This is an optimization exercise on Yosys and OpenROAD, whose aim is small area, a short achievable clock period and few clock cycles per item, not a production implementation. Power is estimated from default activity; no workload was simulated.

main:
Design mmu_top, start of the top module:
module mmu_top (
  input  logic        clk_i,
  input  logic        rst_ni,
  input  logic        enable_translation_i,
  input  logic        flush_tlb_i,
  input  logic [43:0] satp_ppn_i,
  input  logic [1:0]  priv_lvl_i,
  input  logic [1:0]  ld_st_priv_lvl_i,
  input  logic        sum_i,
  input  logic        fetch_req_i,
  input  logic [38:0] fetch_vaddr_i,
  output logic        fetch_valid_o,
  output logic [55:0] fetch_paddr_o,
  output logic [68:0] fetch_exc_o,
  input  logic        lsu_req_i,
  input  logic        lsu_is_store_i,
  input  logic [38:0] lsu_vaddr_i,
  output logic        lsu_dtlb_hit_o,
  output logic [43:0] lsu_dtlb_ppn_o,
  output logic        lsu_valid_o,
  output logic [55:0] lsu_paddr_o,
  output logic [68:0] lsu_exc_o,
  output logic        mem_req_o,
  output logic [55:0] mem_addr_o,
  input  logic        mem_rvalid_i,
  input  logic [63:0] mem_rdata_i
);
Size in the first run: about 85 flip-flops, roughly 7500 um^2 of cells after synthesis.
==> flow/config.mk <==
export PLATFORM = sky130hd
export DESIGN_NAME = mmu_top
export DESIGN_NICKNAME = mmu_top
export VERILOG_FILES = /design/flow/design.v
export SDC_FILE = /design/flow/constraint.sdc
export NUM_CORES = 4
export LEC_CHECK = 0
export CAP_MARGIN = 20
export CORE_AREA = 2 2 193 193
export CTS_BUF_LIST = sky130_fd_sc_hd__clkbuf_8
export DIE_AREA = 0 0 195 195
export SETUP_SLACK_MARGIN = 2.5
export SLEW_MARGIN = 20
==> flow/constraint.sdc <==
create_clock -name core_clock -period 8.5 [get_ports {clk_i}]
set_input_delay 1.7000 -clock core_clock [delete_from_list [all_inputs] [get_ports {clk_i}]]
set_output_delay 1.7000 -clock core_clock [all_outputs]
set_load 0.01 [all_outputs]
standard.sh (not shown) runs the stock make flow with config.mk's settings and CLKGATE_MAP_FILE= SYNTH_SCRIPT=/design/flow/synth_recipe.tcl, a recipe that flattens the netlist after the stock synthesis.
==> flow/flow/run.sh <==
#!/bin/bash
# The standard layout, with the port buffers made from the smallest
# buffer cell instead of the delay cell buffer_ports picks by default.
set -euo pipefail
export BUFFER_PORTS_ARGS="-buffer_cell sky130_fd_sc_hd__buf_1"
bash standard.sh finish > standard_flow.log 2>&1
Edits applied to the flow inputs when going from main to the feature branch:
--- a/flow/design.v
+++ b/flow/design.v
@@ -96,33 +96,33 @@
   output logic        lsu_valid_o,
   output logic [55:0] lsu_paddr_o,
   output logic [68:0] lsu_exc_o,
   output logic        mem_req_o,
   output logic [55:0] mem_addr_o,
   input  logic        mem_rvalid_i,
   input  logic [63:0] mem_rdata_i
 );
   logic en;
   assign en = enable_translation_i;
-  logic        t_v, t_g, t_m, t_r, t_w, t_x, t_u, t_d;
+  logic        t_v, t_id, t_k1, t_k0, t_r, t_w, t_x, t_u, t_d;
   logic [26:0] t_vpn;
   logic [43:0] t_ppn;
   logic [26:0] f_vpn, l_vpn;
   logic        f_hit, l_hit;
   assign f_vpn = fetch_vaddr_i[38:12];
   assign l_vpn = lsu_vaddr_i[38:12];
   assign f_hit = t_v && (t_vpn[26:18] == f_vpn[26:18])
-                 && (t_g || (t_vpn[17:9] == f_vpn[17:9]))
-                 && (t_g || t_m || (t_vpn[8:0] == f_vpn[8:0]));
+                 && (t_k1 || (t_vpn[17:9] == f_vpn[17:9]))
+                 && (t_k0 || (t_vpn[8:0] == f_vpn[8:0]));
   assign l_hit = t_v && (t_vpn[26:18] == l_vpn[26:18])
-                 && (t_g || (t_vpn[17:9] == l_vpn[17:9]))
-                 && (t_g || t_m || (t_vpn[8:0] == l_vpn[8:0]));
+                 && (t_k1 || (t_vpn[17:9] == l_vpn[17:9]))
+                 && (t_k0 || (t_vpn[8:0] == l_vpn[8:0]));
   logic        busy_q;    
   logic        own_q;     
   logic [1:0]  lvl_q;     
   logic        arr, leaf, fault, done, cont, free;
   logic [38:0] w_va;
   logic        rd_v, rd_r, rd_w, rd_x, rd_u, rd_a, rd_d;
   logic [43:0] rd_ppn;
   assign rd_v   = mem_rdata_i[0];
   assign rd_r   = mem_rdata_i[1];
   assign rd_w   = mem_rdata_i[2];
@@ -181,28 +181,28 @@
     end else if (start) begin
       lvl_q <= 2'd2;
       own_q <= l_pri;
     end
   end
   logic        fw, lw;
   logic [43:0] f_ppn, l_ppn;
   logic        fw_flt, lw_flt;
   assign fw    = busy_q && !own_q && mem_rvalid_i;
   assign lw    = busy_q && own_q && mem_rvalid_i;
-  assign f_ppn = {t_ppn[43:27] & {17{en}},
-                  (t_ppn[26:18] & {9{en}}) | (f_vpn[26:18] & {9{!en}}),
-                  (t_ppn[17:9]  & {9{en}}) | (f_vpn[17:9]  & {9{!en || t_g}}),
-                  (t_ppn[8:0]   & {9{en}}) | (f_vpn[8:0]   & {9{!en || t_g || t_m}})};
-  assign l_ppn = {t_ppn[43:27] & {17{en}},
-                  (t_ppn[26:18] & {9{en}}) | (l_vpn[26:18] & {9{!en}}),
-                  (t_ppn[17:9]  & {9{en}}) | (l_vpn[17:9]  & {9{!en || t_g}}),
-                  (t_ppn[8:0]   & {9{en}}) | (l_vpn[8:0]   & {9{!en || t_g || t_m}})};
+  assign f_ppn = {t_ppn[43:27],
+                  t_ppn[26:18] | (f_vpn[26:18] & {9{t_id}}),
+                  t_ppn[17:9]  | (f_vpn[17:9]  & {9{t_k1}}),
+                  t_ppn[8:0]   | (f_vpn[8:0]   & {9{t_k0}})};
+  assign l_ppn = {t_ppn[43:27],
+                  t_ppn[26:18] | (l_vpn[26:18] & {9{t_id}}),
+                  t_ppn[17:9]  | (l_vpn[17:9]  & {9{t_k1}}),
+                  t_ppn[8:0]   | (l_vpn[8:0]   & {9{t_k0}})};
   assign fw_flt = (fw && fault) || !t_x || ((priv_lvl_i == 2'b00) && !t_u)
                   || ((priv_lvl_i == 2'b01) && t_u);
   assign lw_flt = (lw && fault) || ((ld_st_priv_lvl_i == 2'b01) && t_u && !sum_i)
                   || ((ld_st_priv_lvl_i == 2'b00) && !t_u)
                   || (lsu_is_store_i ? !(t_w && t_d) : !t_r);
   assign lsu_dtlb_hit_o     = lsu_req_i && (!en || l_hit);
   assign lsu_dtlb_ppn_o     = l_ppn;
   always_ff @(posedge clk_i or negedge rst_ni) begin
     if (!rst_ni) begin
       lv_q <= 1'b0;
@@ -218,30 +218,37 @@
   assign lsu_exc_o[67:64]   = lsu_is_store_i ? 4'd15 : 4'd13;
   assign lsu_exc_o[63:0]    = {25'd0, lsu_vaddr_i};
   assign fetch_valid_o      = fetch_req_i && (!en || !canon || f_hit || (fw && fault));
   assign fetch_paddr_o      = {f_ppn, fetch_vaddr_i[11:0]};
   assign fetch_exc_o[68]    = en && (!canon || fw_flt);
   assign fetch_exc_o[67:64] = canon ? 4'd12 : 4'd1;
   assign fetch_exc_o[63:0]  = {25'd0, fetch_vaddr_i};
   always_ff @(posedge clk_i or negedge rst_ni) begin
     if (!rst_ni) begin
       t_v <= 1'b0;
-    end else if (flush_tlb_i) begin
+    end else if (flush_tlb_i || !en) begin
       t_v <= 1'b0;
     end else if (fill) begin
       t_v <= 1'b1;
     end
   end
   always_ff @(posedge clk_i) begin
+    t_id <= !en;
+    if (!en) begin
+      t_ppn <= '0;
+      t_k1  <= 1'b1;
+      t_k0  <= 1'b1;
+    end else if (fill) begin
+      t_ppn <= rd_ppn;
+      t_k1  <= (lvl_q == 2'd2);
+      t_k0  <= (lvl_q != 2'd0);
+    end
     if (fill) begin
       t_vpn <= w_va[38:12];
-      t_ppn <= rd_ppn;
-      t_g   <= (lvl_q == 2'd2);
-      t_m   <= (lvl_q == 2'd1);
       t_r   <= rd_r;
       t_w   <= rd_w;
       t_x   <= rd_x;
       t_u   <= rd_u;
       t_d   <= rd_d;
     end
   end
 endmodule
Lower global routing met3 resource utilization was reported by main, not the feature branch.
main → the feature branch: initial core utilization up 1.1 points, top achievable clock speed shows a reduction of 0.62%, hold slack shrank by 0.077 ns, routed wire length rose 8.0%, total global-route track usage grew by 1.3 points.
Synthesized area on the feature branch is behind main.
Clock latency at the later pin of the worst-skew pair came out higher on the feature branch than on main.
Met2 routed wirelength: the feature branch vs main up 1.5%
For register-to-register slack, main and the feature branch come out practically identical.
The feature branch against main; synthesis-stage register bit count is up slightly.
main has lower part of the cycle the worst path needs than the feature branch.
In the metrics for the feature branch and main, the one carrying the higher clock share of power is the feature branch.
NOTE number of standard cells in the final layout excluding fillers main->the feature branch increased by more than 10%
No run of this note included a check of the RTL's function; only the layout flow was run.

[static timing again, ports no longer ideal]
The flow's constraints put no driver on any port. The routed layouts listed below were extracted and timed again, unchanged, in two steps. Step 1 assumes that a clkbuf_16 drives the clock port and a buf_2 every other input. Step 2, shift: input delay + t, output delay - t, t = (earliest + latest rising clock arrival at the registers) / 2. This alone moves slack from input paths to output paths. Three values: no drivers, after step 1, after step 2; two values: the first two.
| run | t, ns | slack for setup (ns) | latest minus earliest clock arrival (ns) | pins driven straight from the clock port |
|---|---|---|---|---|
| main | 0.420 | 2.730 / 2.705 / 2.705 | 0.015 / 0.016 | 1 |
| the feature branch | 0.442 | 2.694 / 2.674 / 2.674 | 0.019 / 0.019 | 1 |
After both steps setup and hold are still met in every run listed. The setup slack of main, which loses most, moves by -0.025 ns with the drivers and by -0.025 ns with both steps.
